Background: an optimization exercise with open tools, aiming at small area, a short achievable clock period and few clock cycles per item. Do not read the settings as production practice.
RTL that was checked went through simulation tests only; none was proved equivalent to the original.
No functional check of the RTL was part of runs 2 to 6.
Power figures rest on the tool's default switching activity, not on a simulated workload.

==> flow/flow/run.sh <==
#!/bin/bash
# Standard layout, with timing repair aiming for 6.5 ns of setup slack at the
# 10 ns clock, so the paths are optimised for a shorter achieved period.
set -euo pipefail
bash standard.sh SETUP_SLACK_MARGIN=6.5 finish > make_finish.log 2>&1
==> flow/standard.sh <==
#!/bin/bash
# synth_recipe.tcl (not shown) runs the flow's synth.tcl, then flattens the netlist and writes it again
# the make line also repeats each setting of config.mk as NAME=value (left out here)
make -C /OpenROAD-flow-scripts/flow DESIGN_CONFIG=/design/flow/config.mk WORK_HOME=/design/flow/orfs CLKGATE_MAP_FILE= SYNTH_SCRIPT=/design/flow/synth_recipe.tcl "${@:-finish}"
==> flow/config.mk <==
export PLATFORM = sky130hd
export DESIGN_NAME = bch_decoder
export DESIGN_NICKNAME = bch_decoder
export VERILOG_FILES = /design/flow/design.v
export SDC_FILE = /design/flow/constraint.sdc
export NUM_CORES = 4
export LEC_CHECK = 0
export CAP_MARGIN = 20
export CORE_MARGIN = 2
export CORE_UTILIZATION = 40
export SLEW_MARGIN = 20
==> flow/constraint.sdc <==
create_clock -name core_clock -period 10.0 [get_ports {clk}]
set_input_delay 2.0000 -clock core_clock [delete_from_list [all_inputs] [get_ports {clk}]]
set_output_delay 2.0000 -clock core_clock [all_outputs]
set_load 0.01 [all_outputs]
==> flow/design.v <==
package bch_pkg;
	localparam logic [63:0] M_A1_63 = 64'h28140a052330180c;  
	localparam logic [63:0] M_R1_63 = 64'h0603201008040201;  
	localparam logic [63:0] M_A3_63 = 64'h092f3c1e0f2c160b;  
	localparam logic [63:0] M_R3_63 = 64'h2e17201008040201;  
	localparam logic [63:0] M_SQ_63 = 64'h00002b121e0b1001;  
	localparam logic [63:0] M_LT_63 = 64'h0000141e341c143a;  
	localparam logic [7:0]  L1_63   = 8'h3a;  
	localparam logic [8:0]  M3_63   = 9'h057;
	localparam int          NPOW_63 = 8;  
	localparam logic [63:0] POW_63 = 64'h1f0d2f0911130c01;
	localparam logic [63:0] M_A1_255 = 64'h261387cde8743a1d;  
	localparam logic [63:0] M_R1_255 = 64'h8040201008040201;  
	localparam logic [63:0] M_A3_255 = 64'hfe7f844221abee77;  
	localparam logic [63:0] M_R3_255 = 64'h8040201008040201;  
	localparam logic [63:0] M_SQ_255 = 64'hcb46918b42771001;  
	localparam logic [63:0] M_LT_255 = 64'hf61002642a242cd6;  
	localparam logic [7:0]  L1_255   = 8'hd6;  
	localparam logic [8:0]  M3_255   = 9'h177;
	localparam int          NPOW_255 = 32;  
	localparam logic [255:0] POW_255 = 256'h1b2cf712c3511c8295e3fce649a84f853b810dd9fefd655f5d466a9d8f4c1d01;
	localparam int Q63 = 8;
	function automatic logic [7:0] lin(input logic [7:0] x, input logic [63:0] m);
		lin = '0;
		for (int i = 0; i < 8; i++) begin
			if (x[i]) lin = lin ^ m[8*i +: 8];
		end
	endfunction
	function automatic logic [7:0] div_a(input logic is63, input logic [7:0] u);
		if (is63) div_a = {2'b00, u[0], u[5:1]} ^ {7'd0, u[0]};
		else div_a = {u[0], u[7:1]} ^ {4'd0, u[0], u[0], u[0], 1'b0};
	endfunction
	function automatic logic [7:0] div_x3(input logic is63, input logic [7:0] u);
		if (is63) div_x3 = 8'((u[0] ? ({1'b0, u} ^ M3_63) : {1'b0, u}) >> 1);
		else div_x3 = 8'((u[0] ? ({1'b0, u} ^ M3_255) : {1'b0, u}) >> 1);
	endfunction
	function automatic logic [7:0] add_mod(input logic is63, input logic [7:0] a,
		input logic [7:0] b);
		logic [7:0] g, t, gg, tt, gn, tn, c;
		logic       w;
		g = a & b;
		t = a ^ b;
		gg = g;
		tt = t;
		for (int d = 1; d < 8; d = d * 2) begin
			gn = gg;
			tn = tt;
			for (int i = d; i < 8; i++) begin
				gn[i] = gg[i] | (tt[i] & gg[i-d]);
				tn[i] = tt[i] & tt[i-d];
			end
			gg = gn;
			tt = tn;
		end
		w = is63 ? (gg[5] | tt[5]) : (gg[7] | tt[7]);
		c[0] = w;
		for (int i = 1; i < 8; i++) begin
			c[i] = gg[i-1] | (tt[i-1] & w);
		end
		add_mod = t ^ c;
		if (is63) add_mod[7:6] = 2'b00;
	endfunction
endpackage
module bch_syndrome (
	input                          clk,
	input                          rstn,
	input                          i_set,
	input  [1:0]                   i_code,
	input  [8-1:0]       i_data,
	output                         o_ready,
	output                         o_valid,
	input                          i_take,
	output logic [7:0]             o_s1,
	output logic [7:0]             o_s3,
	output logic                   o_is63
);
	logic [4:0] cnt_q;
	logic       pend_q;
	logic       busy;
	logic       en;
	logic       last;
	logic [7:0] bits;
	logic [7:0] s1_fb;
	logic [7:0] s3_fb;
	assign busy = (cnt_q != 5'd0);
	assign en = !pend_q || i_take;
	assign o_ready = en;
	assign last = busy && (cnt_q == (o_is63 ? 5'd7 : 5'd31));
	assign o_valid = pend_q;
	always_comb begin
		s1_fb = '0;
		s3_fb = '0;
		if (busy) begin
			if (o_is63) begin
				s1_fb = bch_pkg::lin(o_s1, bch_pkg::M_A1_63);
				s3_fb = bch_pkg::lin(o_s3, bch_pkg::M_A3_63);
			end else begin
				s1_fb = bch_pkg::lin(o_s1, bch_pkg::M_A1_255);
				s3_fb = bch_pkg::lin(o_s3, bch_pkg::M_A3_255);
			end
		end
		bits = {i_data[7] & busy, i_data[6:0]};
	end
	always_ff @(posedge clk or negedge rstn) begin
		if (!rstn) begin
			cnt_q <= '0;
			pend_q <= 1'b0;
		end else begin
			if (en && (i_set || busy)) begin
				cnt_q <= last ? 5'd0 : cnt_q + 5'd1;
			end
			pend_q <= (en && last) || (pend_q && !i_take);
		end
	end
	always_ff @(posedge clk) begin
		if (en) begin
			o_s1 <= s1_fb ^ bits;
			o_s3 <= s3_fb ^ bits;
			if (!busy) begin
				o_is63 <= (i_code == 2'd1);
			end
		end
	end
endmodule
module bch_berlekamp (
	input                          clk,
	input                          rstn,
	input                          i_valid,
	output                         o_take,
	input  [7:0]                   i_s1,
	input  [7:0]                   i_s3,
	input                          i_is63,
	output logic                   o_finish,
	output [8-1:0]        o_odata
);
	logic       s_idle, s_a, s_b, s_c, s_e1, s_e2, s_add, s_sort, s_o0, s_o1;
	logic [2:0] j_q;
	logic       is63_q;
	logic [7:0] z_q;
	logic [7:0] r_q;
	logic [7:0] a_q;
	logic       sel_q;
	logic       first_q;
	logic       hit;
	logic [4:0] gi;
	logic       zero;
	logic       found;
	logic [7:0] l;
	logic [7:0] z_step;
	logic [7:0] r_sq;
	logic [7:0] r_exp;
	logic [1:0] a_bits;
	logic       b_last;
	logic [7:0] y;
	logic [7:0] s1_red;
	logic [7:0] s3_red;
	logic [7:0] add_in;
	logic [7:0] p;
	logic       load;
	bch_chien u_search (
		.i_z    (z_q),
		.i_is63 (is63_q),
		.o_hit  (hit),
		.o_i    (gi)
	);
	assign zero = (z_q == 8'd0);
	assign found = hit || zero;
	always_comb begin
		if (zero) begin
			l = 8'd255;
		end else if (is63_q && bch_pkg::Q63 == 2) begin
			l = {2'b00, gi, j_q[0]};
		end else begin
			l = {gi, j_q};
		end
	end
	always_comb begin
		if (is63_q) begin
			a_bits = {a_q[3'd5 - {j_q[1:0], 1'b0}], a_q[3'd4 - {j_q[1:0], 1'b0}]};
			r_sq = bch_pkg::lin(r_q, bch_pkg::M_SQ_63);
			y = bch_pkg::lin(r_q, bch_pkg::M_LT_63) ^ bch_pkg::L1_63;
			b_last = (j_q == 3'd2);
		end else begin
			a_bits = {a_q[3'd7 - {j_q[1:0], 1'b0}], a_q[3'd6 - {j_q[1:0], 1'b0}]};
			r_sq = bch_pkg::lin(r_q, bch_pkg::M_SQ_255);
			y = bch_pkg::lin(r_q, bch_pkg::M_LT_255) ^ bch_pkg::L1_255;
			b_last = (j_q == 3'd3);
		end
		r_exp = a_bits[0] ? bch_pkg::div_x3(is63_q, r_sq) : r_sq;
		if (a_bits[1]) r_exp = bch_pkg::div_x3(is63_q, bch_pkg::div_x3(is63_q, r_exp));
		z_step = bch_pkg::div_a(is63_q, z_q);
		if (i_is63) begin
			s1_red = bch_pkg::lin(i_s1, bch_pkg::M_R1_63);
			s3_red = bch_pkg::lin(i_s3, bch_pkg::M_R3_63);
		end else begin
			s1_red = i_s1;
			s3_red = i_s3;
		end
	end
	assign add_in = first_q ? r_q : z_q;
	assign p = bch_pkg::add_mod(is63_q, a_q, add_in);
	assign load = (s_idle || s_o1) && i_valid;
	assign o_take = load;
	always_ff @(posedge clk or negedge rstn) begin
		if (!rstn) begin
			s_idle <= 1'b1;
			s_a <= 1'b0;
			s_b <= 1'b0;
			s_c <= 1'b0;
			s_e1 <= 1'b0;
			s_e2 <= 1'b0;
			s_add <= 1'b0;
			s_sort <= 1'b0;
			s_o0 <= 1'b0;
			s_o1 <= 1'b0;
			o_finish <= 1'b0;
		end else begin
			s_idle <= (s_idle || s_o1) && !i_valid;
			s_a <= load || (s_a && !found);
			s_b <= (s_a && hit && !zero) || (s_b && !b_last);
			s_c <= s_b && b_last;
			s_e1 <= s_c || (s_e1 && !found);
			s_e2 <= (s_e1 && found) || (s_e2 && !found);
			s_add <= s_e2 && found;
			s_sort <= s_add;
			s_o0 <= s_sort || (s_a && zero);
			s_o1 <= s_o0;
			o_finish <= s_sort || (s_a && zero) || s_o0;
		end
	end
	always_ff @(posedge clk) begin
		if (load || s_c || (s_b ? b_last : found)) begin
			j_q <= '0;
		end else begin
			j_q <= j_q + 3'd1;
		end
		first_q <= s_e1 && found;
		if (load) begin
			is63_q <= i_is63;
		end
		if (s_a && hit) begin
			a_q <= l;
		end
		if (load) begin
			z_q <= s1_red;
		end else if (s_a && zero) begin
			z_q <= 8'd255;
		end else if ((s_a || s_e1 || s_e2) && !found) begin
			z_q <= z_step;
		end else if (s_c) begin
			z_q <= y;
		end else if (s_e1) begin
			z_q <= y ^ 8'd1;
		end else if (s_e2) begin
			z_q <= l;
		end else if (s_add) begin
			z_q <= p;
		end
		if (load) begin
			r_q <= s3_red;
		end else if (s_a && zero) begin
			r_q <= 8'd255;
		end else if (s_b) begin
			r_q <= r_exp;
		end else if (s_e1 && found) begin
			r_q <= l;
		end else if (first_q && r_q != 8'd255) begin
			r_q <= p;
		end
		if (s_sort) begin
			sel_q <= !(r_q < z_q);
		end else if (s_o0) begin
			sel_q <= !sel_q;
		end
	end
	assign o_odata = sel_q ? z_q : r_q;
endmodule
module bch_chien (
	input  [7:0]                   i_z,
	input                          i_is63,
	output logic                   o_hit,
	output logic [4:0]             o_i
);
	always_comb begin
		o_hit = 1'b0;
		o_i = '0;
		if (i_is63) begin
			for (int i = 0; i < bch_pkg::NPOW_63; i++) begin
				if (i_z == bch_pkg::POW_63[8*i +: 8]) begin
					o_hit = 1'b1;
					o_i = o_i | 5'(i);
				end
			end
		end else begin
			for (int i = 0; i < bch_pkg::NPOW_255; i++) begin
				if (i_z == bch_pkg::POW_255[8*i +: 8]) begin
					o_hit = 1'b1;
					o_i = o_i | 5'(i);
				end
			end
		end
	end
endmodule
module bch_decoder (
	input                      clk,
	input                      rstn,
	input                      i_set,
	input  [1:0]               i_code,
	input  [8-1:0]   i_data,
	output                     o_ready,
	output                     o_finish,
	output [8-1:0]    o_odata
);
	logic       syn_valid;
	logic       syn_take;
	logic [7:0] s1;
	logic [7:0] s3;
	logic       is63;
	bch_syndrome u_syndrome (
		.clk     (clk),
		.rstn    (rstn),
		.i_set   (i_set),
		.i_code  (i_code),
		.i_data  (i_data),
		.o_ready (o_ready),
		.o_valid (syn_valid),
		.i_take  (syn_take),
		.o_s1    (s1),
		.o_s3    (s3),
		.o_is63  (is63)
	);
	bch_berlekamp u_solver (
		.clk      (clk),
		.rstn     (rstn),
		.i_valid  (syn_valid),
		.o_take   (syn_take),
		.i_s1     (s1),
		.i_s3     (s3),
		.i_is63   (is63),
		.o_finish (o_finish),
		.o_odata  (o_odata)
	);
endmodule
==> results of run 1 <==
## cell type report
type,instances,area (sq um)
Tap cell,216,270
Inverter,28,105
Sequential cell,64,1800
Multi-Input combinational cell,617,4500
Timing Repair Buffer,62,554
Clock inverter,4,18.8
Clock buffer,12,256
Fill cell,1566,8490
## final timing paths
check / slack (ns) / from / to / cells after the start
setup reg to reg: 6.59 / u_solver.z_q[0]$_DFFE_PP_ / u_solver.r_q[6]$_DFFE_PP_ / 10
hold reg to reg: 0.38 / u_solver.s_o0$_DFF_PN0_ / u_solver.s_o1$_DFF_PN0_ / 0
hold / removal: 0.38 / u_solver.s_o0$_DFF_PN0_ / u_solver.s_o1$_DFF_PN0_ / 0
max in group asynchronous: 7.38 / rstn / u_syndrome.cnt_q[4]$_DFFE_PN0P_ / 1
setup / recovery: 6.53 / u_solver.sel_q$_DFFE_PP_ / o_odata[6] / 3
min in group asynchronous: 2.13 / rstn / asynchronous set/reset pin / 1
## stage by stage
stage	utilization (%)	instances	power [mW]	hold WS [ns]
floorplan	-	762	0.936	0.346
global placement	42.6	950	1.02	0.369
detailed placement	42.6	950	1.03	0.355
CTS	46.1	998	1.34	0.376
global route	46.9	1003	1.44	0.389
finish	46.9	1003	1.34	0.376
## report_power, final
group	leakage, nW	switching [mW]	internal, mW
Clock	0.140	0.109	0.179
Sequential	0.652	0.0834	0.373
Combinational	2.08	0.289	0.312
Total	2.87	0.481	0.864
## worst max-delay path, delay by kind of cell (launching register included)
family   cells  cell delay (ns)
mux          1             0.32
flops        1             0.38
buf+inv      2             0.45
## placed cells by master, fill, tap and decap left out, types with 8 or more instances in the layout
master and instances:
xnor2_1 88, nand2_1 65, nor2_1 61, edfxtp_1 43, a21oi_1 42, xor2_1 39
buf_4 36, o21ai_0 32, inv_1 26, ha_1 23, dfrtp_1 16, nor3_1 15
mux2i_1 14, a211oi_1 14, nand3_1 13, a21o_1 13, clkdlybuf4s50_1 13, nor2b_1 11
clkbuf_16 10, nand3b_1 9, nand2b_1 9, and2_1 8, o211ai_1 8, mux2_2 8
## routing by layer
metal	wire, microns	GRT usage (%)	up-vias
met1	9240	32.8	2920
met3	1540	4.11	54
li1	-	-	2791
met4	727	8.78	0
met2	9580	37.2	301
met5	0	0	-
## state kept, by name, summed over array words and instances (netlist names), 3 cells and up, named ones only
| signal | cells |
|---|---|
| u_syndrome.o_s3 | 8 |
| u_solver.r_q | 8 |
| u_syndrome.o_s1 | 8 |
| u_solver.z_q | 8 |
| u_solver.a_q | 8 |
| u_solver.j_q | 3 |
| u_syndrome.cnt_q | 5 |
## repair_timing
item                                   4_1_cts  5_1_grt
gates cloned                                 1        1
setup endpoints to repair                   25       38
pin swaps                                    0        3
endpoints found under the hold margin        0        0
gates resized for setup                     18       23
setup buffers                               31        4
## cells by family after synthesis
logic type / after synthesis / share of synthesized area [%]
XOR/XNOR: 129 / 17.4
AND/OR/NAND/NOR: 250 / 19.9
AO/OA/AOI/OAI: 183 / 19.3
multiplexers: 28 / 5.11
flip-flops: 64 / 27.3
buffers and inverters: 82 / 5.99
adder cells (fa/ha/maj): 26 / 5.06
==> flow_summary.json, run 1 <==
{
  "place_area_sq_um": 6820,
  "drv_slew": 0,
  "grt_pass1_wl_microns": 32700,
  "start_util_pct": 41.1,
  "min_period_ns": 3.47,
  "design.portCount": 23,
  "cts_hold_buf": 0,
  "core_area_sq_um": 16000,
  "diodes": 0,
  "grt_pass1_vias": 5601,
  "grt_usage_pct": 23.7,
  "critical-path-slowest-cell": "edfxtp_1",
  "synth-edff-count": 43,
  "synth_seq_cells": 64,
  "ant_nets": 0,
  "antenna_found_initial": 0,
  "hpwl_microns": 14200,
  "cts-htree-levels": 3,
  "finalCritPeriodShare_pct": 34.7,
  "avgSynthCellArea_sq_um": 8.64,
  "critPathRequiredTime_ns": 8.00,
  "final_design_area_no_fill_sq_um": 7510,
  "end_kind": "output pin",
  "via_per_inst": 6.05,
  "outcome": "complete, no violations",
  "yosysTopAreaCellShare_pct": 19.6,
  "rsz0062_at_grt": "yes",
  "path_cells": "buf_4 -> mux2_2 -> dlygate4sd2_1",
  "holdCritPathClass": "reg -> reg",
  "tightest_slew_ns": 1.07,
  "netlist_area_sq_um": 6580,
  "drt_first_iter_violations": 576,
  "die_y_microns": 132,
  "leakage_nw": 2.87,
  "clock.fmax_ghz": 0.288,
  "irDropWorstVdd_v": 0.000198,
  "synth_commonest_cells": "88 x xnor2_1, 66 x nand2_1, 63 x nor2_1",
  "drt_wl_total_microns": 21100,
  "skew_ns": 0.00762,
  "detail_route.wl_per_cell_microns": 21.0,
  "grt_overflow": 0,
  "gp_congestion": 1.03,
  "cts_root_buffer": "clkbuf_16",
  "numCtsBuffers": 9,
  "critPathLaunchType": "flip-flop",
  "clk_pin_slew_ns": 0.06,
  "synth.distinct_cells": 91,
  "fp.dieW_microns": 132,
  "tns_ns": 0,
  "slowest_delay_ns": 0.38,
  "clock_path_buffers": 2,
  "rows": 46,
  "drv_cap": 0,
  "syn_nets": 801,
  "synthTopCellsByArea": "edfxtp_1 20%, xnor2_1 12%, dfrtp_1 6.1%, xor2_1 5.3%, ha_1 4.8%",
  "yosys.cell_count.top_type": "xnor2_1",
  "relSlewSlack_pct": 27.8,
  "setup-violations-final": 0,
  "syn-instance-count": 762,
  "grt_max_degree": 47,
  "hold_viol": 0,
  "yosysTopAreaCell": "edfxtp_1",
  "drive_gt1_share_pct": 13.0,
  "clkSinkCount": 64,
  "ys.flop_type": "edfxtp_1",
  "fin_nets": 821,
  "power.density_nw_per_um2": 179,
  "synthArstFlopShare_pct": 26.6,
  "dieArea_sq_um": 17500,
  "setup_slack_ns": 6.53,
  "dr.pass1.iters": 5,
  "yosys_warnings": 3,
  "io_buffers": 22,
  "place_ws_ns": 6.27,
  "path_class": "reg -> out",
  "crit_path_max_fanout": 5,
  "arrival_ns": 1.47,
  "seq_area_frac_synth_pct": 27.3,
  "syn2layout_area_growth_pct": 14.0,
  "num_vias": 6066,
  "clk_latency_ns": 0.33,
  "drc_errors": 0,
  "cts_tree": "done"
}
Testbench counts, summed over its fixed seeds: cycles 14,414, frames 512.
==> inputs of run 2 (changes only) <==
--- a/flow/design.v
+++ b/flow/design.v
@@ -200,6 +200,16 @@
 	assign add_in = first_q ? r_q : z_q;
 	assign p = bch_pkg::add_mod(is63_q, a_q, add_in);
 	assign load = (s_idle || s_o1) && i_valid;
+	logic [7:0] z_d;
+	logic [7:0] r_d;
+	always_comb begin
+		z_d = ({8{load}} & s1_red) | ({8{s_c}} & y) | ({8{s_add}} & p);
+		if (s_a) z_d = z_d | (zero ? 8'd255 : z_step);
+		if (s_e1) z_d = z_d | (found ? (y ^ 8'd1) : z_step);
+		if (s_e2) z_d = z_d | (found ? l : z_step);
+		r_d = ({8{load}} & s3_red) | ({8{s_a}}) | ({8{s_b}} & r_exp) | ({8{first_q}} & p);
+		if (s_e1) r_d = l;
+	end
 	assign o_take = load;
 	always_ff @(posedge clk or negedge rstn) begin
 		if (!rstn) begin
@@ -241,31 +251,11 @@
 		if (s_a && hit) begin
 			a_q <= l;
 		end
-		if (load) begin
-			z_q <= s1_red;
-		end else if (s_a && zero) begin
-			z_q <= 8'd255;
-		end else if ((s_a || s_e1 || s_e2) && !found) begin
-			z_q <= z_step;
-		end else if (s_c) begin
-			z_q <= y;
-		end else if (s_e1) begin
-			z_q <= y ^ 8'd1;
-		end else if (s_e2) begin
-			z_q <= l;
-		end else if (s_add) begin
-			z_q <= p;
+		if (load || s_a || s_c || s_e1 || s_e2 || s_add) begin
+			z_q <= z_d;
 		end
-		if (load) begin
-			r_q <= s3_red;
-		end else if (s_a && zero) begin
-			r_q <= 8'd255;
-		end else if (s_b) begin
-			r_q <= r_exp;
-		end else if (s_e1 && found) begin
-			r_q <= l;
-		end else if (first_q && r_q != 8'd255) begin
-			r_q <= p;
+		if (load || (s_a && zero) || s_b || (s_e1 && found) || (first_q && r_q != 8'd255)) begin
+			r_q <= r_d;
 		end
 		if (s_sort) begin
 			sel_q <= !(r_q < z_q);
==> flow/flow/run.sh (replaced) <==
#!/bin/bash
# Standard layout, with timing repair aiming for 6 ns of setup slack at the
# 10 ns clock, so the paths are optimised for a shorter achieved period.
set -euo pipefail
bash standard.sh SETUP_SLACK_MARGIN=6 finish > make_finish.log 2>&1
==> run 2 against run 1 <==
- sequential power hardly changed
- worst hold slack gained 0.018 ns
- still clean on timing, DRC and antenna
- non-clock buffer count is 28 lower
- clock skew increased by 0.0022 ns
- clock power rose by 18%
- critical path type unchanged
==> flow_summary.json, run 2 <==
{
  "cts-htree-levels": 3,
  "synthAdderAreaFrac_pct": 5.08,
  "clock_path_buffers": 2,
  "rsz0062_at_grt": "yes",
  "io_buffers": 22,
  "grt_max_degree": 45,
  "fin_nets": 789,
  "mostFrequentLayoutCells": "87 x xnor2_1, 86 x nand2_1, 48 x nor2_1",
  "outcome": "complete, no violations",
  "antenna_found_initial": 0,
  "syn2layout_area_growth_pct": 9.49,
  "via_per_inst": 6.03,
  "synthTopCellsByArea": "edfxtp_1 20%, xnor2_1 12%, dfrtp_1 6.1%, nand2_1 4.9%, xor2_1 4.8%",
  "crit_path_max_fanout": 18,
  "clk_pin_slew_ns": 0.06,
  "busiest_layer": "met2",
  "start_util_pct": 41.1,
  "mostFrequentLayoutCell": "xnor2_1",
  "grt_pass1_vias": 5594,
  "syn_nets": 805,
  "critical-path-slowest-cell": "edfxtp_1",
  "yosys.cell_count.top_type": "xnor2_1",
  "netlist_area_sq_um": 6550,
  "yosysTopAreaCellShare_pct": 19.7,
  "irDropWorstVdd_v": 0.000202,
  "design.portCount": 23,
  "r2r-end": "u_solver.z_q[1]$_DFFE_PP_",
  "dr.pass1.iters": 5,
  "synth.area.mux_share_pct": 3.86,
  "leakage_nw": 2.66,
  "yosys_warnings": 3,
  "grt_overflow": 0,
  "grt_util_met1_pct": 31.3,
  "critPathRequiredTime_ns": 8.00,
  "seq_area_frac_synth_pct": 27.4,
  "detail_route.wl_per_cell_microns": 19.9,
  "end_kind": "output pin",
  "grt_usage_pct": 21.8,
  "dieArea_sq_um": 17400,
  "drv_cap": 0,
  "num_vias": 5851,
  "relSlewSlack_pct": 32.6,
  "tightest_slew_ns": 1.01,
  "ys.flop_type": "edfxtp_1",
  "yosysTopAreaCell": "edfxtp_1",
  "ant_nets": 0,
  "path_class": "reg -> out",
  "numCtsBuffers": 9,
  "slowest_delay_ns": 0.77,
  "crit_path_end": "o_odata[7]",
  "hold_viol": 0,
  "die_y_microns": 132,
  "cts_tree": "done",
  "synth_seq_cells": 64,
  "cp-startpoint": "u_solver.z_q[7]$_DFFE_PP_",
  "power.density_nw_per_um2": 193,
  "diodes": 0,
  "synth_top_family_by_area": "compound AO/OA/AOI/OAI gates",
  "skew_ns": 0.00985,
  "synth.distinct_cells": 96,
  "synth-simple-area-share_pct": 19.2,
  "setup-violations-final": 0,
  "gp_congestion": 0.942,
  "synthArstFlopShare_pct": 26.6,
  "cts_root_buffer": "clkbuf_16",
  "ff2ff_setup_slack_ns": 6.14,
  "hpwl_microns": 13800,
  "synth-xor-area-share_pct": 18.1,
  "p_total_mw": 1.38,
  "clkSinkCount": 64,
  "avgSynthCellArea_sq_um": 8.55,
  "fillerInstances": 1576,
  "synth_compound_area_share_pct": 20.5,
  "drv_slew": 0,
  "tns_ns": 0,
  "core_area_sq_um": 15900,
  "synth-edff-count": 43,
  "reg2regPathDepth": 13,
  "drt_wl_total_microns": 19400,
  "path_cells": "mux2_2 -> clkdlybuf4s50_1",
  "rows": 46,
  "drc_errors": 0,
  "arrival_ns": 1.92,
  "finalCritPeriodShare_pct": 39.2,
  "clock.fmax_ghz": 0.255,
  "holdCritPathClass": "reg -> reg",
  "syn-instance-count": 766,
  "grt_pass1_wl_microns": 30600,
  "use_met2_pct": 34.7,
  "use_met3_pct": 3.11,
  "synth_commonest_cells": "87 x xnor2_1, 86 x nand2_1, 48 x nor2_1",
  "drive_gt1_share_pct": 9.40,
  "min_period_ns": 3.92,
  "critPathLaunchType": "flip-flop",
  "clk_latency_ns": 0.33,
  "r2r-start": "u_solver.z_q[4]$_DFFE_PP_",
  "fp.dieW_microns": 132,
  "drt_first_iter_violations": 847
}
run 2: changes by cell type in the layout (fill, tap and decap cells not counted), moves of 6 or more:
cell	change
dlygate4sd2_1	-7
mux2i_1	-6
buf_4	-24
a31oi_1	+6
a221oi_1	+8
nor2_1	-13
clkdlybuf4s50_1	+9
nand2_1	+21
a22oi_1	+7
a21oi_1	-8
nand3_1	+12
nor3_1	-7
a211oi_1	-12
o21ai_0	+13
run 2: what timing repair did:
item                       CTS  global route
resized for setup            1             3
setup endpoints to repair   12            20
hold buffers                 0             0
gates cloned                 0             0
setup buffers                3             4
run 2: kinds of logic after synthesis:
kind of cell	after synthesis
muxes	20
buffers and inverters	88
adders and majority gates	26
AOI/OAI and AO/OA	192
and+or+nand+nor	248
xor gates and xnor gates	128
DFF	64
run 2: how the worst min path moves through the flow:
| stage | start | to | cells past startpoint |
|---|---|---|---|
| CTS | u_solver.s_o0$_DFF_PN0_ | u_solver.s_o1$_DFF_PN0_ | 0 |
| global route | u_solver.s_o0$_DFF_PN0_ | u_solver.s_o1$_DFF_PN0_ | 0 |
| finish | u_solver.s_o0$_DFF_PN0_ | u_solver.s_o1$_DFF_PN0_ | 0 |
| detailed placement | u_solver.s_o0$_DFF_PN0_ | u_solver.s_o1$_DFF_PN0_ | 0 |
| floorplan | u_solver.s_o0$_DFF_PN0_ | u_solver.s_o1$_DFF_PN0_ | 0 |
| global placement | u_solver.s_o0$_DFF_PN0_ | u_solver.s_o1$_DFF_PN0_ | 0 |
run 2: where the power goes:
| group | internal [mW] | leakage, nW | switching [mW] |
|---|---|---|---|
| sequential | 0.373 | 0.621 | 0.0820 |
| combinational | 0.301 | 1.89 | 0.287 |
| clock | 0.218 | 0.148 | 0.121 |
run 2: critical path: cells and delay by family (launching register included):
kind / cells / cell delay (ns)
multiplexers: 1 / 0.27
flip-flops: 1 / 0.77
buffers and inverters: 1 / 0.54
run 2: through the flow:
stage / instances / util (%) / hold slack, ns / setup WS, ns / instance area, sq um
floorplan: 766 / - / 0.346 / 6.52 / 6550
global placement: 948 / 42.6 / 0.371 / 5.91 / 6800
detailed placement: 948 / 42.6 / 0.366 / 5.84 / 6800
CTS: 967 / 44.8 / 0.399 / 5.97 / 7140
global route: 971 / 45.0 / 0.408 / 5.91 / 7170
finish: 971 / 45.0 / 0.394 / 6.08 / 7170
run 2: per-layer routing:
metal	part of all wire [%]	up-vias
met1	45	2794
met3	7.7	31
met2	46	295
li1	-	2731
met4	1.4	0
met5	0	-
run 2: layout make-up:
cell class	count	area, sq um	area share (%)
sequential	64	1800	25.1
tap	216	270	3.77
inverter	27	101	1.41
clock inverter	7	96.3	1.34
multi-input combinational	614	4370	60.9
clock buffer	9	225	3.14
timing repair buffer	34	310	4.33
==> inputs of run 3 (changes only) <==
--- a/flow/design.v
+++ b/flow/design.v
@@ -70,6 +70,7 @@
 	output                         o_ready,
 	output                         o_valid,
 	input                          i_take,
+	input                          i_free_next,
 	output logic [7:0]             o_s1,
 	output logic [7:0]             o_s3,
 	output logic                   o_is63
@@ -77,14 +78,17 @@
 	logic [4:0] cnt_q;
 	logic       pend_q;
 	logic       busy;
+	logic       rdy_q;
+	logic       pend_d;
 	logic       en;
 	logic       last;
 	logic [7:0] bits;
 	logic [7:0] s1_fb;
 	logic [7:0] s3_fb;
 	assign busy = (cnt_q != 5'd0);
-	assign en = !pend_q || i_take;
-	assign o_ready = en;
+	assign en = rdy_q;
+	assign o_ready = rdy_q;
+	assign pend_d = (en && last) || (pend_q && !i_take);
 	assign last = busy && (cnt_q == (o_is63 ? 5'd7 : 5'd31));
 	assign o_valid = pend_q;
 	always_comb begin
@@ -105,11 +109,17 @@
 		if (!rstn) begin
 			cnt_q <= '0;
 			pend_q <= 1'b0;
+			rdy_q <= 1'b1;
 		end else begin
-			if (en && (i_set || busy)) begin
-				cnt_q <= last ? 5'd0 : cnt_q + 5'd1;
+			if (busy) begin
+				if (en) begin
+					cnt_q <= last ? 5'd0 : cnt_q + 5'd1;
+				end
+			end else begin
+				cnt_q <= {4'd0, en && i_set};
 			end
-			pend_q <= (en && last) || (pend_q && !i_take);
+			pend_q <= pend_d;
+			rdy_q <= !pend_d || i_free_next;
 		end
 	end
 	always_ff @(posedge clk) begin
@@ -127,6 +137,7 @@
 	input                          rstn,
 	input                          i_valid,
 	output                         o_take,
+	output                         o_free_next,
 	input  [7:0]                   i_s1,
 	input  [7:0]                   i_s3,
 	input                          i_is63,
@@ -134,19 +145,22 @@
 	output [8-1:0]        o_odata
 );
 	logic       s_idle, s_a, s_b, s_c, s_e1, s_e2, s_add, s_sort, s_o0, s_o1;
+	logic       n_idle, n_a, n_b, n_c, n_e1, n_e2, n_add, n_sort, n_o0, n_o1;
 	logic [2:0] j_q;
 	logic       is63_q;
 	logic [7:0] z_q;
 	logic [7:0] r_q;
 	logic [7:0] a_q;
-	logic       sel_q;
 	logic       first_q;
-	logic       hit;
-	logic [4:0] gi;
+	logic       hit_q;
+	logic [4:0] gi_q;
+	logic       hit_n;
+	logic [4:0] gi_n;
 	logic       zero;
 	logic       found;
 	logic [7:0] l;
 	logic [7:0] z_step;
+	logic [7:0] z_srch;
 	logic [7:0] r_sq;
 	logic [7:0] r_exp;
 	logic [1:0] a_bits;
@@ -156,24 +170,12 @@
 	logic [7:0] s3_red;
 	logic [7:0] add_in;
 	logic [7:0] p;
+	logic       lt;
 	logic       load;
-	bch_chien u_search (
-		.i_z    (z_q),
-		.i_is63 (is63_q),
-		.o_hit  (hit),
-		.o_i    (gi)
-	);
+	logic       is63_n;
 	assign zero = (z_q == 8'd0);
-	assign found = hit || zero;
-	always_comb begin
-		if (zero) begin
-			l = 8'd255;
-		end else if (is63_q && bch_pkg::Q63 == 2) begin
-			l = {2'b00, gi, j_q[0]};
-		end else begin
-			l = {gi, j_q};
-		end
-	end
+	assign found = hit_q || zero;
+	assign l = zero ? 8'd255 : {gi_q, j_q};
 	always_comb begin
 		if (is63_q) begin
 			a_bits = {a_q[3'd5 - {j_q[1:0], 1'b0}], a_q[3'd4 - {j_q[1:0], 1'b0}]};
@@ -199,18 +201,40 @@
 	end
 	assign add_in = first_q ? r_q : z_q;
 	assign p = bch_pkg::add_mod(is63_q, a_q, add_in);
+	assign lt = (r_q < z_q);
 	assign load = (s_idle || s_o1) && i_valid;
-	logic [7:0] z_d;
-	logic [7:0] r_d;
+	assign o_take = load;
 	always_comb begin
-		z_d = ({8{load}} & s1_red) | ({8{s_c}} & y) | ({8{s_add}} & p);
-		if (s_a) z_d = z_d | (zero ? 8'd255 : z_step);
-		if (s_e1) z_d = z_d | (found ? (y ^ 8'd1) : z_step);
-		if (s_e2) z_d = z_d | (found ? l : z_step);
-		r_d = ({8{load}} & s3_red) | ({8{s_a}}) | ({8{s_b}} & r_exp) | ({8{first_q}} & p);
-		if (s_e1) r_d = l;
+		n_idle = (s_idle || s_o1) && !i_valid;
+		n_a = load || (s_a && !found);
+		n_b = (s_a && hit_q && !zero) || (s_b && !b_last);
+		n_c = s_b && b_last;
+		n_e1 = s_c || (s_e1 && !found);
+		n_e2 = (s_e1 && found) || (s_e2 && !found);
+		n_add = s_e2 && found;
+		n_sort = s_add;
+		n_o0 = s_sort || (s_a && zero);
+		n_o1 = s_o0;
 	end
-	assign o_take = load;
+	assign o_free_next = n_idle || n_o1;
+	assign is63_n = load ? i_is63 : is63_q;
+	always_comb begin
+		if (load) begin
+			z_srch = s1_red;
+		end else if (s_c) begin
+			z_srch = y;
+		end else if (s_e1 && found) begin
+			z_srch = y ^ 8'd1;
+		end else begin
+			z_srch = z_step;
+		end
+	end
+	bch_chien u_search (
+		.i_z    (z_srch),
+		.i_is63 (is63_n),
+		.o_hit  (hit_n),
+		.o_i    (gi_n)
+	);
 	always_ff @(posedge clk or negedge rstn) begin
 		if (!rstn) begin
 			s_idle <= 1'b1;
@@ -225,45 +249,64 @@
 			s_o1 <= 1'b0;
 			o_finish <= 1'b0;
 		end else begin
-			s_idle <= (s_idle || s_o1) && !i_valid;
-			s_a <= load || (s_a && !found);
-			s_b <= (s_a && hit && !zero) || (s_b && !b_last);
-			s_c <= s_b && b_last;
-			s_e1 <= s_c || (s_e1 && !found);
-			s_e2 <= (s_e1 && found) || (s_e2 && !found);
-			s_add <= s_e2 && found;
-			s_sort <= s_add;
-			s_o0 <= s_sort || (s_a && zero);
-			s_o1 <= s_o0;
-			o_finish <= s_sort || (s_a && zero) || s_o0;
+			s_idle <= n_idle;
+			s_a <= n_a;
+			s_b <= n_b;
+			s_c <= n_c;
+			s_e1 <= n_e1;
+			s_e2 <= n_e2;
+			s_add <= n_add;
+			s_sort <= n_sort;
+			s_o0 <= n_o0;
+			s_o1 <= n_o1;
+			o_finish <= n_o0 || n_o1;
 		end
 	end
 	always_ff @(posedge clk) begin
+		hit_q <= hit_n;
+		gi_q <= gi_n;
 		if (load || s_c || (s_b ? b_last : found)) begin
 			j_q <= '0;
 		end else begin
 			j_q <= j_q + 3'd1;
 		end
 		first_q <= s_e1 && found;
-		if (load) begin
-			is63_q <= i_is63;
-		end
-		if (s_a && hit) begin
+		is63_q <= is63_n;
+		if (s_a && hit_q) begin
 			a_q <= l;
 		end
-		if (load || s_a || s_c || s_e1 || s_e2 || s_add) begin
-			z_q <= z_d;
-		end
-		if (load || (s_a && zero) || s_b || (s_e1 && found) || (first_q && r_q != 8'd255)) begin
-			r_q <= r_d;
-		end
-		if (s_sort) begin
-			sel_q <= !(r_q < z_q);
+		if (load) begin
+			z_q <= s1_red;
+		end else if (s_a) begin
+			z_q <= zero ? 8'd255 : z_step;
+		end else if (s_c) begin
+			z_q <= y;
+		end else if (s_e1) begin
+			z_q <= found ? (y ^ 8'd1) : z_step;
+		end else if (s_e2) begin
+			z_q <= found ? l : z_step;
+		end else if (s_add) begin
+			z_q <= p;
+		end else if (s_sort) begin
+			if (lt) z_q <= r_q;
 		end else if (s_o0) begin
-			sel_q <= !sel_q;
+			z_q <= r_q;
+		end
+		if (load) begin
+			r_q <= s3_red;
+		end else if (s_a && zero) begin
+			r_q <= 8'd255;
+		end else if (s_b) begin
+			r_q <= r_exp;
+		end else if (s_e1 && found) begin
+			r_q <= l;
+		end else if (first_q && r_q != 8'd255) begin
+			r_q <= p;
+		end else if (s_sort && lt) begin
+			r_q <= z_q;
 		end
 	end
-	assign o_odata = sel_q ? z_q : r_q;
+	assign o_odata = z_q;
 endmodule
 module bch_chien (
 	input  [7:0]                   i_z,
@@ -303,6 +346,7 @@
 );
 	logic       syn_valid;
 	logic       syn_take;
+	logic       free_next;
 	logic [7:0] s1;
 	logic [7:0] s3;
 	logic       is63;
@@ -315,6 +359,7 @@
 		.o_ready (o_ready),
 		.o_valid (syn_valid),
 		.i_take  (syn_take),
+		.i_free_next (free_next),
 		.o_s1    (s1),
 		.o_s3    (s3),
 		.o_is63  (is63)
@@ -324,6 +369,7 @@
 		.rstn     (rstn),
 		.i_valid  (syn_valid),
 		.o_take   (syn_take),
+		.o_free_next (free_next),
 		.i_s1     (s1),
 		.i_s3     (s3),
 		.i_is63   (is63),
==> flow/flow/run.sh (replaced) <==
#!/bin/bash
# Standard layout, with timing repair aiming for 6.5 ns of setup slack at the
# 10 ns clock, so the paths are optimised for a shorter achieved period.
set -euo pipefail
bash standard.sh SETUP_SLACK_MARGIN=6.5 finish > make_finish.log 2>&1
==> run 3 against run 2 <==
- critical path depth is 9 higher
- critical path type is now reg -> reg
- highest routed layer unchanged
- fmax up 7.6%
- still clean on timing, DRC and antenna
- sequential cell count rose by 6
- clock skew is essentially flat
- worst setup slack gained 0.28 ns
==> flow_summary.json, run 3 <==
{
  "core_area_sq_um": 16600,
  "design.portCount": 23,
  "path_cells": "buf_4 -> or4b_4 -> o21ai_4 -> mux2_2 -> a21o_1 -> nand2_1 -> nor4_1 -> o21ai_0 -> nand4_1 -> nor4bb_2 -> mux2i_1",
  "relSlewSlack_pct": 46.7,
  "register_area_sq_um": 1910,
  "synth_commonest_cells": "89 x nand2_1, 75 x nor2_1, 75 x xnor2_1",
  "rows": 47,
  "syn2layout_area_growth_pct": 20.3,
  "crit_path_max_fanout": 8,
  "critical-path-slowest-cell": "or4b_4",
  "multi_input_area_sq_um": 4860,
  "via_per_inst": 6.02,
  "ant_nets": 0,
  "arrival_ns": 3.83,
  "dieArea_sq_um": 18100,
  "drv_slew": 0,
  "die_y_microns": 135,
  "fin_nets": 902,
  "hpwl_microns": 15500,
  "io_buffers": 22,
  "critPathTopFamily": "simple AND/OR/NAND/NOR gates",
  "netlist_area_sq_um": 6820,
  "finalCritPeriodShare_pct": 36.5,
  "leakage_nw": 3.23,
  "dr.pass1.iters": 7,
  "gp_congestion": 1.02,
  "synth-edff-count": 41,
  "mostFrequentLayoutCells": "86 x nand2_1, 73 x xnor2_1, 71 x nor2_1",
  "clock_path_buffers": 2,
  "holdCritPathClass": "reg -> reg",
  "yosysTopAreaCellShare_pct": 18.0,
  "clock.fmax_ghz": 0.274,
  "synthArstFlopShare_pct": 25.7,
  "critPathLaunchType": "flip-flop",
  "grt_pass1_vias": 5999,
  "p_clk_share_pct": 24.9,
  "critPathRequiredTime_ns": 10.18,
  "cts_root_buffer": "clkbuf_16",
  "clk_latency_ns": 0.33,
  "antenna_found_initial": 0,
  "drt_wl_total_microns": 22400,
  "pwr-share-seq_pct": 33.9,
  "irDropWorstVdd_v": 0.000163,
  "slowest_delay_ns": 0.56,
  "mostFrequentLayoutCell": "nand2_1",
  "clkSinkCount": 70,
  "p_sw_mw": 0.484,
  "synth_seq_cells": 70,
  "clk_pin_slew_ns": 0.06,
  "yosysTopAreaCell": "edfxtp_1",
  "fillerInstances": 1608,
  "place_area_sq_um": 7150,
  "end_kind": "flip-flop",
  "path_class": "reg -> reg",
  "skew_ns": 0.0101,
  "yosys_warnings": 3,
  "cts_hold_buf": 0,
  "syn_nets": 855,
  "setup-violations-final": 0,
  "rsz0062_at_grt": "yes",
  "grt_pass1_wl_microns": 34000,
  "grt_usage_pct": 24.0,
  "start_util_pct": 41.0,
  "drive_gt1_share_pct": 18.6,
  "power.density_nw_per_um2": 162,
  "syn-instance-count": 819,
  "drt_first_iter_violations": 740,
  "ys.flop_type": "edfxtp_1",
  "yosys.cell_count.top_type": "nand2_1",
  "hold_viol": 0,
  "synthTopCellsByArea": "edfxtp_1 18%, xnor2_1 9.6%, dfrtp_1 5.9%, xor2_1 5.8%, nand2_1 4.9%",
  "fp.dieW_microns": 135,
  "seq_area_frac_synth_pct": 27.9,
  "diodes": 0,
  "cts-htree-levels": 3,
  "p_int_mw": 0.843,
  "synth.distinct_cells": 93,
  "min_period_ns": 3.65,
  "numCtsBuffers": 9,
  "p_total_mw": 1.33,
  "place_ws_ns": 5.96,
  "final_design_area_no_fill_sq_um": 8200,
  "detail_route.wl_per_cell_microns": 20.6,
  "crit_buf_inv": 1,
  "outcome": "complete, no violations",
  "p_sw_share_pct": 36.5,
  "tns_ns": 0,
  "drc_errors": 0,
  "combPwrFrac_pct": 41.2,
  "num_vias": 6567,
  "setup_slack_ns": 6.35,
  "avgSynthCellArea_sq_um": 8.33,
  "cts_tree": "done",
  "tightest_slew_ns": 0.797,
  "finish.utilization_pct": 49.3,
  "grt_overflow": 0,
  "drv_cap": 0,
  "grt_max_degree": 32
}
run 3: cell count changes after synthesis, sizes merged, moves of 12 or more:
cell and delta:
buf -12, a21oi +30, a221oi -12, nor2 +25, mux2i +12, xnor2 -15
run 3: power by group through the flow:
stage / combinational [mW] / clock [mW] / sequential, mW
after floorplan: 0.496 / 0 / 0.406
after global placement: 0.538 / 0 / 0.456
after detailed placement: 0.542 / 0 / 0.456
after CTS: 0.551 / 0.334 / 0.449
after global routing: 0.612 / 0.347 / 0.458
final: 0.547 / 0.331 / 0.449
run 3: layer usage:
layer  vias up  routed length (microns)  GRT usage, %
met3        72                     1540          2.63
met5         -                        0             0
met2       335                     9990          37.2
li1       3038                        -             -
met4         0                     1040          10.7
met1      3122                     9880          33.8
run 3: area by class of cell:
cell class / instances / share of cell area [%]
inverter: 27 / 1.34
tap: 220 / 3.36
sequential: 70 / 23.3
clock inverter: 4 / 0.397
timing repair buffer: 88 / 8.94
clock buffer: 12 / 3.40
multi-input combinational: 670 / 59.3
run 3: what timing repair did:
action	CTS	global route
setup buffers	17	40
endpoints found under the setup margin	15	17
cloned	0	1
pin swaps	8	9
resized for setup	26	42
run 3: path summary, 6_finish.rpt:
check | start | endpoint | slack, ns | depth (start not counted)
min in group asynchronous | rstn | u_solver.o_finish$_DFF_PN0_ | 2.13 | 1
max in group asynchronous | rstn | u_solver.s_b$_DFF_PN0_ | 7.37 | 1
min reg2reg | u_solver.s_o0$_DFF_PN0_ | u_solver.s_o1$_DFF_PN0_ | 0.41 | 0
min | u_solver.s_o0$_DFF_PN0_ | u_solver.s_o1$_DFF_PN0_ | 0.41 | 0
max | u_solver.z_q[5]$_DFFE_PP_ | u_solver.gi_q[1]$_DFF_P_ | 6.35 | 11
max reg2reg | u_solver.z_q[5]$_DFFE_PP_ | u_solver.gi_q[1]$_DFF_P_ | 6.35 | 11
run 3: cells by family after synthesis:
group           after synthesis  synth area share, %
mux                          25                 4.09
compound gates              229                 22.3
flops                        70                 27.9
buf+inv                      80                 5.12
simple gates                267                 19.1
fa+ha+maj                    23                 4.33
xor+xnor                    125                 17.1
run 3: stage by stage:
step                instances  hold WS, ns
detailed placement       1017        0.396
finish                   1091        0.411
global route             1091        0.414
CTS                      1050        0.409
global placement         1017        0.386
floorplan                 819        0.352
==> inputs of run 4 (changes only) <==
--- a/flow/design.v
+++ b/flow/design.v
@@ -153,6 +153,7 @@
 	logic [7:0] a_q;
 	logic       first_q;
 	logic       hit_q;
+	logic       zero_q;
 	logic [4:0] gi_q;
 	logic       hit_n;
 	logic [4:0] gi_n;
@@ -173,7 +174,7 @@
 	logic       lt;
 	logic       load;
 	logic       is63_n;
-	assign zero = (z_q == 8'd0);
+	assign zero = zero_q;
 	assign found = hit_q || zero;
 	assign l = zero ? 8'd255 : {gi_q, j_q};
 	always_comb begin
@@ -264,6 +265,7 @@
 	end
 	always_ff @(posedge clk) begin
 		hit_q <= hit_n;
+		zero_q <= (z_srch == 8'd0);
 		gi_q <= gi_n;
 		if (load || s_c || (s_b ? b_last : found)) begin
 			j_q <= '0;
==> run 4 against run 3 <==
- die area increased by 6.2%
- fmax increased by 4.7%
- wire length increased by 2.9%
- clock power about the same
- critical path type is now reg -> out
- first-iteration DRC count increased by 1.5%
- still clean
- worst setup slack improved by 0.16 ns
- critical path depth decreased by 10
- register-to-register slack improved by 0.25 ns
==> flow_summary.json, run 4 <==
{
  "outcome": "complete, no violations",
  "clk_pin_slew_ns": 0.05,
  "setup-violations-final": 0,
  "netlist_area_sq_um": 7250,
  "io_buffers": 22,
  "place_ws_ns": 6.04,
  "clock_path_buffers": 2,
  "syn2layout_area_growth_pct": 14.2,
  "grt_pass1_vias": 6332,
  "cts_tree": "done",
  "fin_nets": 924,
  "dr.pass1.iters": 6,
  "yosysTopAreaCell": "edfxtp_1",
  "cts_hold_buf": 0,
  "relSlewSlack_pct": 46.1,
  "antenna_found_initial": 0,
  "rsz0062_at_grt": "no",
  "critical-path-slowest-cell": "clkdlybuf4s50_1",
  "end_kind": "output pin",
  "start_util_pct": 40.5,
  "synth-edff-count": 41,
  "diodes": 0,
  "tns_ns": 0,
  "cts_root_buffer": "clkbuf_16",
  "arrival_ns": 1.48,
  "r2r-end": "u_solver.z_q[1]$_DFFE_PP_",
  "ant_nets": 0,
  "critPathRequiredTime_ns": 8.00,
  "design.portCount": 23,
  "ff2ff_setup_slack_ns": 6.60,
  "synth_commonest_cells": "82 x nor2_1, 81 x nand2_1, 63 x xnor2_1",
  "drt_first_iter_violations": 751,
  "irDropWorstVdd_v": 0.000192,
  "p_total_mw": 1.35,
  "numCtsBuffers": 9,
  "synthArstFlopShare_pct": 25.4,
  "tightest_slew_ns": 0.806,
  "min_period_ns": 3.48,
  "worstHoldStart": "u_solver.s_o0$_DFF_PN0_",
  "rows": 49,
  "drive_gt1_share_pct": 13.8,
  "r2r-start": "u_solver.z_q[1]$_DFFE_PP_",
  "grt_usage_pct": 23.3,
  "clk_latency_ns": 0.35,
  "reg2regPathDepth": 17,
  "syn-instance-count": 876,
  "crit_path_max_fanout": 4,
  "grt_pass1_wl_microns": 35800,
  "cts-htree-levels": 3,
  "drv_cap": 0,
  "critPathLaunchType": "flip-flop",
  "grt_max_degree": 41,
  "path_cells": "clkdlybuf4s50_1",
  "power.density_nw_per_um2": 163,
  "slowest_delay_ns": 0.60,
  "die_y_microns": 139,
  "detail_route.wl_per_cell_microns": 20.6,
  "finalCritPeriodShare_pct": 34.8,
  "gp_congestion": 0.960,
  "clock.fmax_ghz": 0.287,
  "yosys_warnings": 3,
  "skew_ns": 0.0107,
  "leakage_nw": 3.21,
  "syn_nets": 911,
  "crit_buf_inv": 1,
  "hpwl_microns": 16600,
  "avgSynthCellArea_sq_um": 8.28,
  "drt_wl_total_microns": 23100,
  "clkSinkCount": 71,
  "synthTopCellsByArea": "edfxtp_1 17%, xnor2_1 7.6%, dfrtp_1 5.5%, xor2_1 5.2%, nor2_1 4.2%",
  "drv_slew": 0,
  "synth.distinct_cells": 97,
  "synth_seq_cells": 71,
  "ys.flop_type": "edfxtp_1",
  "mostFrequentLayoutCells": "82 x nor2_1, 81 x nand2_1, 61 x xnor2_1",
  "drc_errors": 0,
  "seq_area_frac_synth_pct": 26.5,
  "num_vias": 6942,
  "holdCritPathClass": "reg -> reg",
  "yosys.cell_count.top_type": "nor2_1",
  "critPathTopFamily": "buffers and inverters",
  "hold_viol": 0,
  "path_class": "reg -> out",
  "worstHoldEndpoint": "u_solver.s_o1$_DFF_PN0_",
  "worst-path-stages": 1,
  "setup_slack_ns": 6.52,
  "mostFrequentLayoutCell": "nor2_1",
  "via_per_inst": 6.18,
  "dieArea_sq_um": 19200,
  "core_area_sq_um": 17900,
  "yosysTopAreaCellShare_pct": 17.0,
  "grt_overflow": 0,
  "hold_depth": 0,
  "fp.dieW_microns": 139
}
run 4: changes by cell type in the layout (fill, tap and decap cells not counted), sizes merged, moves of 8 or more:
cell	before	now
a211oi	11	19
a21oi	64	46
buf	66	42
mux2i	20	10
or2	4	12
or3	3	11
nand2	92	81
xnor2	75	67
o211ai	5	13
nor2	75	84
run 4: layout make-up:
cell class | count | area [sq um]
fill | 1759 | 9620
multi-input combinational | 714 | 5050
sequential | 71 | 1930
timing repair buffer | 64 | 583
tap | 229 | 287
clock buffer | 12 | 258
inverter | 29 | 111
clock inverter | 4 | 53.8
run 4: worst max-delay path by stage:
stage / endpoint / slack, ns / startpoint
3_3_place_gp: u_solver.z_q[1]$_DFFE_PP_ / 6.08 / u_solver.z_q[0]$_DFFE_PP_
2_1_floorplan: u_solver.r_q[0]$_DFFE_PP_ / 6.50 / u_solver.r_q[0]$_DFFE_PP_
4_1_cts: u_solver.z_q[1]$_DFFE_PP_ / 6.46 / u_solver.z_q[0]$_DFFE_PP_
6_report: o_odata[4] / 6.52 / u_solver.z_q[4]$_DFFE_PP_
5_1_grt: u_solver.z_q[7]$_DFFE_PP_ / 6.48 / u_solver.r_q[7]$_DFFE_PP_
3_5_place_dp: u_solver.z_q[1]$_DFFE_PP_ / 6.04 / u_solver.z_q[0]$_DFFE_PP_
run 4: what timing repair did:
| action | in CTS | in global routing |
|---|---|---|
| gates cloned | 0 | 0 |
| pin swaps | 2 | 6 |
| buffers inserted | 17 | 17 |
| resized for setup | 10 | 24 |
| endpoints found under the setup margin | 19 | 16 |
run 4: stage by stage:
step / cells / utilization (%) / hold WS, ns / instance area [sq um]
floorplan: 876 / - / 0.388 / 7260
global placement: 1073 / 42.2 / 0.433 / 7550
detailed placement: 1073 / 42.2 / 0.442 / 7550
CTS: 1106 / 44.9 / 0.456 / 8040
global route: 1123 / 46.3 / 0.478 / 8280
finish: 1123 / 46.3 / 0.445 / 8280
run 4: power breakdown:
group | switching [mW] | leakage (nW) | internal (mW)
sequential | 0.0820 | 0.707 | 0.377
clock | 0.124 | 0.144 | 0.209
combinational | 0.285 | 2.36 | 0.270
total | 0.491 | 3.21 | 0.856
run 4: logic make-up after synthesis:
| kind of cell | share of synthesized area [%] |
|---|---|
| and+or+nand+nor | 20.5 |
| AOI/OAI and AO/OA | 24.9 |
| xor gates and xnor gates | 16.0 |
| buffers and inverters | 5.36 |
| DFF | 26.5 |
| adders and majority gates | 3.90 |
| muxes | 2.83 |
run 4: per-layer routing:
layer	track usage, %	wire, microns
met5	0	0
met2	36.9	10600
met3	3.94	1860
met4	6.96	530
met1	32.9	10100
==> inputs of run 5 (changes only) <==
==> flow/flow/run.sh (replaced) <==
#!/bin/bash
# Standard layout, with timing repair aiming for 7 ns of setup slack at the
# 10 ns clock, so the paths are optimised for a shorter achieved period.
set -euo pipefail
bash standard.sh SETUP_SLACK_MARGIN=7 finish > make_finish.log 2>&1
==> run 5 against run 4 <==
- sequential share of layout area down 2.7 points
- sequential cell count unchanged
- critical path type is now reg -> reg
- sequential power about the same
- worst hold slack better by 0.040 ns
- highest routed layer unchanged
- total power up 0.74%
- clock skew up 0.0017 ns
- first-iteration DRC count up 45%
==> flow_summary.json, run 5 <==
{
  "start_util_pct": 40.5,
  "critPathRequiredTime_ns": 10.22,
  "path_class": "reg -> reg",
  "end_kind": "flip-flop",
  "mostFrequentLayoutCells": "93 x buf_4, 79 x nand2_1, 78 x nor2_1",
  "yosys.cell_count.top_type": "nor2_1",
  "design.portCount": 23,
  "dieArea_sq_um": 19200,
  "clk_pin_slew_ns": 0.06,
  "synthArstFlopShare_pct": 25.4,
  "place_area_sq_um": 7560,
  "critPathLaunchType": "flip-flop",
  "p_total_mw": 1.36,
  "rsz0062_at_grt": "yes",
  "drv_cap": 0,
  "hpwl_microns": 17500,
  "yosysTopAreaCell": "edfxtp_1",
  "rows": 49,
  "setup-violations-final": 0,
  "hold_viol": 0,
  "synth_seq_cells": 71,
  "dr.pass1.iters": 7,
  "ys.flop_type": "edfxtp_1",
  "core_area_sq_um": 17900,
  "synth-edff-count": 41,
  "cts_tree": "done",
  "yosysTopAreaCellShare_pct": 17.0,
  "finalCritPeriodShare_pct": 35.2,
  "crit_path_max_fanout": 7,
  "tightest_slew_ns": 1.08,
  "grt_max_degree": 36,
  "p_sw_share_pct": 37.5,
  "grt_pass1_wl_microns": 40000,
  "gp_congestion": 1.00,
  "synth.distinct_cells": 97,
  "numCtsBuffers": 9,
  "relSlewSlack_pct": 27.7,
  "clock_path_buffers": 2,
  "netlist_area_sq_um": 7250,
  "syn2layout_area_growth_pct": 29.5,
  "arrival_ns": 3.74,
  "synth_commonest_cells": "82 x nor2_1, 81 x nand2_1, 63 x xnor2_1",
  "antenna_found_initial": 0,
  "drc_errors": 0,
  "holdCritPathClass": "reg -> reg",
  "p_sw_mw": 0.509,
  "leakage_nw": 3.73,
  "die_y_microns": 139,
  "mostFrequentLayoutCell": "buf_4",
  "syn-instance-count": 876,
  "final_design_area_no_fill_sq_um": 9400,
  "grt_overflow": 0,
  "combPwrFrac_pct": 41.3,
  "cts-htree-levels": 3,
  "grt_usage_pct": 26.2,
  "avgSynthCellArea_sq_um": 8.28,
  "clock.fmax_ghz": 0.284,
  "p_int_mw": 0.847,
  "yosys_warnings": 3,
  "hold_depth": 1,
  "fp.dieW_microns": 139,
  "drive_gt1_share_pct": 27.3,
  "clkSinkCount": 71,
  "power.density_nw_per_um2": 144,
  "fin_nets": 1005,
  "grt_pass1_vias": 7088,
  "tns_ns": 0,
  "clk_latency_ns": 0.35,
  "io_buffers": 22,
  "irDropWorstVdd_v": 0.000201,
  "diodes": 0,
  "p_clk_share_pct": 24.7,
  "reg2regPathDepth": 19,
  "skew_ns": 0.0124,
  "via_per_inst": 6.30,
  "min_period_ns": 3.52,
  "detail_route.wl_per_cell_microns": 21.6,
  "seq_area_frac_synth_pct": 26.5,
  "cts_root_buffer": "clkbuf_16",
  "drv_slew": 0,
  "num_vias": 7583,
  "synthTopCellsByArea": "edfxtp_1 17%, xnor2_1 7.6%, dfrtp_1 5.5%, xor2_1 5.2%, nor2_1 4.2%",
  "finish.utilization_pct": 52.5,
  "ant_nets": 0,
  "syn_nets": 911,
  "outcome": "complete, no violations",
  "drt_first_iter_violations": 1088,
  "drt_wl_total_microns": 26000,
  "pwr-share-seq_pct": 34.0
}
## run 5: cell counts after synthesis
No cell type changed its count.
## run 5: path summary, 6_finish.rpt
path                                                 start                          to  slack, ns
worst max register to register   u_solver.z_q[0]$_DFFE_PP_      u_solver.hit_q$_DFF_P_       6.48
worst min register to register  u_solver.j_q[0]$_SDFF_PP0_  u_solver.j_q[0]$_SDFF_PP0_       0.49
max in group asynchronous                             rstn     u_solver.s_e1$_DFF_PN0_       7.57
min in group asynchronous                             rstn     u_solver.s_o0$_DFF_PN0_       1.79
worst max-delay path             u_solver.z_q[0]$_DFFE_PP_      u_solver.hit_q$_DFF_P_       6.48
worst min-delay path            u_solver.j_q[0]$_SDFF_PP0_  u_solver.j_q[0]$_SDFF_PP0_       0.49
## run 5: cells by family after synthesis
kind of cell,after synthesis,share of synthesized area (%)
AND/OR/NAND/NOR,301,20.5
flip-flops,71,26.5
XOR/XNOR,117,16.0
multiplexers,15,2.83
AO/OA/AOI/OAI,259,24.9
buffers and inverters,91,5.36
adder cells (fa/ha/maj),22,3.90
## run 5: power by group through the flow
stage / registers, mW / logic (mW) / clock network, mW
2_1_floorplan: 0.406 / 0.502 / 0
3_3_place_gp: 0.465 / 0.544 / 0
3_5_place_dp: 0.465 / 0.550 / 0
4_1_cts: 0.459 / 0.560 / 0.336
5_1_grt: 0.466 / 0.622 / 0.352
6_report: 0.461 / 0.561 / 0.336
## run 5: final cells by class
cell class	instances	area, sq um
sequential	71	1940
tap	229	287
multi-input combinational	715	5430
timing repair buffer	144	1320
clock buffer	12	279
inverter	29	111
fill	1626	8510
clock inverter	4	30.0
## run 5: metrics by stage
step           instances  hold slack [ns]  setup WS (ns)
2_1_floorplan        876            0.388           6.78
3_5_place_dp        1072            0.480           6.12
6_report            1204            0.486           6.48
5_1_grt             1204            0.504           6.41
4_1_cts             1190            0.465           6.60
3_3_place_gp        1072            0.476           6.01
## run 5: layer usage
metal	global-route usage (%)	vias to the layer above	wire [microns]
li1	-	3394	-
met1	35.3	3581	10400
met2	40.8	499	11800
met3	5.52	109	2570
met4	11.5	0	1290
met5	0	-	0
## run 5: worst max-delay path: stages (launching register included)
cell      delay [ns]
edfxtp_1        0.40
inv_2           0.07
buf_4           0.13
buf_6           0.11
buf_6           0.11
buf_6           0.10
buf_6           0.11
buf_6           0.11
buf_6           0.10
buf_6           0.10
buf_6           0.10
buf_6           0.10
mux4_2          0.51
o211ai_4        0.20
buf_6           0.16
a31oi_1         0.08
a21boi_0        0.33
o31ai_1         0.18
a221oi_1        0.26
o22ai_1         0.11
## run 5: timing repair
action / in CTS / in global routing
buffers inserted: 99 / 14
pin swaps: 32 / 24
setup endpoints to repair: 49 / 32
resized for setup: 120 / 54
gates cloned: 3 / 0
hold buffers: 0 / 0
==> inputs of run 6 (changes only) <==
--- a/flow/design.v
+++ b/flow/design.v
@@ -153,7 +153,6 @@
 	logic [7:0] a_q;
 	logic       first_q;
 	logic       hit_q;
-	logic       zero_q;
 	logic [4:0] gi_q;
 	logic       hit_n;
 	logic [4:0] gi_n;
@@ -174,7 +173,7 @@
 	logic       lt;
 	logic       load;
 	logic       is63_n;
-	assign zero = zero_q;
+	assign zero = (z_q == 8'd0);
 	assign found = hit_q || zero;
 	assign l = zero ? 8'd255 : {gi_q, j_q};
 	always_comb begin
@@ -265,7 +264,6 @@
 	end
 	always_ff @(posedge clk) begin
 		hit_q <= hit_n;
-		zero_q <= (z_srch == 8'd0);
 		gi_q <= gi_n;
 		if (load || s_c || (s_b ? b_last : found)) begin
 			j_q <= '0;
==> run 6 against run 5 <==
- global-route usage decreased by 0.61 points
- non-clock buffer count decreased by 8
- worst hold slack got worse by 0.079 ns
- clock power rose by 1%
==> flow_summary.json, run 6 <==
{
  "mostFrequentLayoutCells": "102 x buf_4, 83 x nand2_1, 67 x xnor2_1",
  "io_buffers": 22,
  "synthTopCellsByArea": "edfxtp_1 18%, xnor2_1 9.6%, dfrtp_1 5.9%, xor2_1 5.8%, nand2_1 4.9%",
  "ys.flop_type": "edfxtp_1",
  "p_total_mw": 1.33,
  "finish.utilization_pct": 53.7,
  "critPathRequiredTime_ns": 10.20,
  "synthArstFlopShare_pct": 25.7,
  "path_cells": "inv_2 -> ha_4 -> or4b_4 -> or4_4 -> nand2b_4 -> nand2_8 -> clkinv_4 -> o21ai_4 -> nand2_4 -> buf_4 -> nor3_1 -> o2111ai_1 -> o31ai_1 -> nor3_1 -> a22oi_1",
  "num_vias": 6781,
  "syn_nets": 855,
  "clk_latency_ns": 0.34,
  "path_class": "reg -> reg",
  "fp.dieW_microns": 135,
  "drv_cap": 0,
  "arrival_ns": 3.59,
  "drt_first_iter_violations": 689,
  "critical-path-slowest-cell": "or4_4",
  "power.density_nw_per_um2": 149,
  "design.portCount": 23,
  "synth.distinct_cells": 93,
  "grt_usage_pct": 25.6,
  "clock_path_buffers": 2,
  "clk_pin_slew_ns": 0.06,
  "yosysTopAreaCellShare_pct": 18.0,
  "synth_seq_cells": 70,
  "syn2layout_area_growth_pct": 31.0,
  "min_period_ns": 3.40,
  "crit_path_frequent_cell": "nor3_1",
  "clkSinkCount": 70,
  "numCtsBuffers": 9,
  "via_per_inst": 5.95,
  "hpwl_microns": 15600,
  "whs_ns": 0.407,
  "crit_path_max_fanout": 6,
  "tns_ns": 0,
  "gp_congestion": 0.991,
  "fin_nets": 950,
  "dr.pass1.iters": 5,
  "crit_buf_inv": 3,
  "yosys_warnings": 3,
  "ant_nets": 0,
  "grt_overflow": 0,
  "rows": 47,
  "slowest_delay_ns": 0.53,
  "setup_slack_ns": 6.60,
  "critPathTopFamily": "simple AND/OR/NAND/NOR gates",
  "dieArea_sq_um": 18100,
  "end_kind": "flip-flop",
  "seq_area_frac_synth_pct": 27.9,
  "setup-violations-final": 0,
  "avgSynthCellArea_sq_um": 8.33,
  "hold_viol": 0,
  "cts_root_buffer": "clkbuf_16",
  "core_area_sq_um": 16600,
  "yosysTopAreaCell": "edfxtp_1",
  "outcome": "complete, no violations",
  "drc_errors": 0,
  "drt_wl_total_microns": 23600,
  "start_util_pct": 41.0,
  "holdCritPathClass": "reg -> reg",
  "grt_pass1_vias": 6403,
  "synth_commonest_cells": "89 x nand2_1, 75 x nor2_1, 75 x xnor2_1",
  "detail_route.wl_per_cell_microns": 20.7,
  "drive_gt1_share_pct": 29.7,
  "skew_ns": 0.00671,
  "leakage_nw": 3.54,
  "mostFrequentLayoutCell": "buf_4",
  "irDropWorstVdd_v": 0.000135,
  "critPathLaunchType": "flip-flop",
  "place_area_sq_um": 7180,
  "final_design_area_no_fill_sq_um": 8930,
  "stdcell_count": 1139,
  "cts_tree": "done",
  "finalCritPeriodShare_pct": 34.0,
  "die_y_microns": 135,
  "grt_pass1_wl_microns": 36200,
  "dp_cells": 1016,
  "tightest_slew_ns": 0.858,
  "cts_hold_buf": 0,
  "cts-htree-levels": 3,
  "clock.fmax_ghz": 0.294,
  "grt_max_degree": 32,
  "synth-edff-count": 41,
  "syn-instance-count": 819,
  "rsz0062_at_grt": "yes",
  "place_ws_ns": 6.29,
  "yosys.cell_count.top_type": "nand2_1",
  "drv_slew": 0,
  "netlist_area_sq_um": 6820,
  "relSlewSlack_pct": 42.6,
  "antenna_found_initial": 0,
  "diodes": 0
}
==> run 6: cell types whose count changed in the layout (fill, tap and decap cells not counted), sizes merged, moves of 6 or more <==
cell    before  now
buf        128  122
a21oi       46   64
or2         12    4
nand2       81   92
mux2i       10   20
o211ai      13    5
xnor2       67   75
inv         32   25
nor2        84   75
or3         12    3
nor3        23   17
a211oi      19   11
==> run 6: path summary, 6_finish.rpt <==
path                       depth (start not counted)  slack, ns                         endpoint                       from
max                                               15       6.60         u_solver.gi_q[2]$_DFF_P_  u_solver.z_q[1]$_DFFE_PP_
min                                                0       0.41          u_solver.s_o1$_DFF_PN0_    u_solver.s_o0$_DFF_PN0_
max reg2reg                                       15       6.60         u_solver.gi_q[2]$_DFF_P_  u_solver.z_q[1]$_DFFE_PP_
min reg2reg                                        0       0.41          u_solver.s_o1$_DFF_PN0_    u_solver.s_o0$_DFF_PN0_
max in group asynchronous                          1       7.22          u_solver.s_e1$_DFF_PN0_                       rstn
min in group asynchronous                          1       2.15  u_syndrome.cnt_q[0]$_DFFE_PN0P_                       rstn
==> run 6: cells by family after synthesis <==
| logic type | count (synthesis) | share of synthesized area, % |
|---|---|---|
| XOR/XNOR | 125 | 17.1 |
| flip-flops | 70 | 27.9 |
| AO/OA/AOI/OAI | 229 | 22.3 |
| AND/OR/NAND/NOR | 267 | 19.1 |
| buffers and inverters | 80 | 5.12 |
| adder cells (fa/ha/maj) | 23 | 4.33 |
| multiplexers | 25 | 4.09 |
==> run 6: area by class of cell <==
class | instances | area, sq um
inverters | 27 | 111
fillers | 1525 | 7710
well taps | 220 | 275
clock inverters | 4 | 72.6
flip-flops and latches | 70 | 1920
repair buffers | 136 | 1140
multi-input cells | 670 | 5170
clock buffers | 12 | 236
==> run 6: repair_timing <==
item,CTS,global route
endpoints found under the setup margin,48,46
pin swaps,37,43
gates cloned,0,2
setup buffers,74,31
resized for setup,129,70
==> run 6: worst register-to-register path: cells and delay by family, from the launching register on <==
kind                       cells  cell delay [ns]
buffers and inverters          3             0.33
and+or+nand+nor                7             1.69
DFF                            1             0.42
AOI/OAI and AO/OA              4             0.67
adders and majority gates      1             0.14
==> run 6: power by group <==
part           switching, mW  internal [mW]  leakage, nW
clock network          0.123          0.218        0.148
logic                  0.273          0.269         2.69
registers             0.0783          0.372        0.699
total                  0.475          0.860         3.54
==> run 6: routing by layer <==
metal / share of wire [%] / GRT usage (%) / routed length [microns] / vias to the layer above
met4: 5.2 / 12.1 / 1220 / 0
met5: 0 / 0 / 0 / -
met3: 7.8 / 3.60 / 1830 / 88
li1: - / - / - / 3132
met2: 45 / 39.8 / 10600 / 357
met1: 42 / 35.2 / 9870 / 3204

## port drivers added, routing unchanged
Ports are ideal in the flow. The routed layouts listed here were re-timed in OpenROAD.
Step 1 assumes that a clkbuf_16 drives the clock port and a buf_2 every other input.
Step 2 also shifts input and output timing later by t, the mid clock arrival at the registers, as if the neighbouring blocks saw the same clock.
Three values: ideal, step 1, step 2; two values: the first two.
run	shift t [ns]	slack for setup (ns)	slew at the worst register clock pin (ns)	pins driven straight from the clock port
run 1	0.365	6.527 / 6.488 / 6.586	0.06 / 0.06	1
run 2	0.362	6.079 / 6.045 / 6.139	0.06 / 0.06	1
run 3	0.364	6.354 / 6.354 / 6.354	0.06 / 0.06	1
run 4	0.383	6.516 / 6.472 / 6.596	0.06 / 0.06	1
run 5	0.387	6.476 / 6.476 / 6.476	0.06 / 0.06	1
run 6	0.372	6.603 / 6.603 / 6.603	0.06 / 0.06	1
After both steps setup and hold are still met in every run listed.
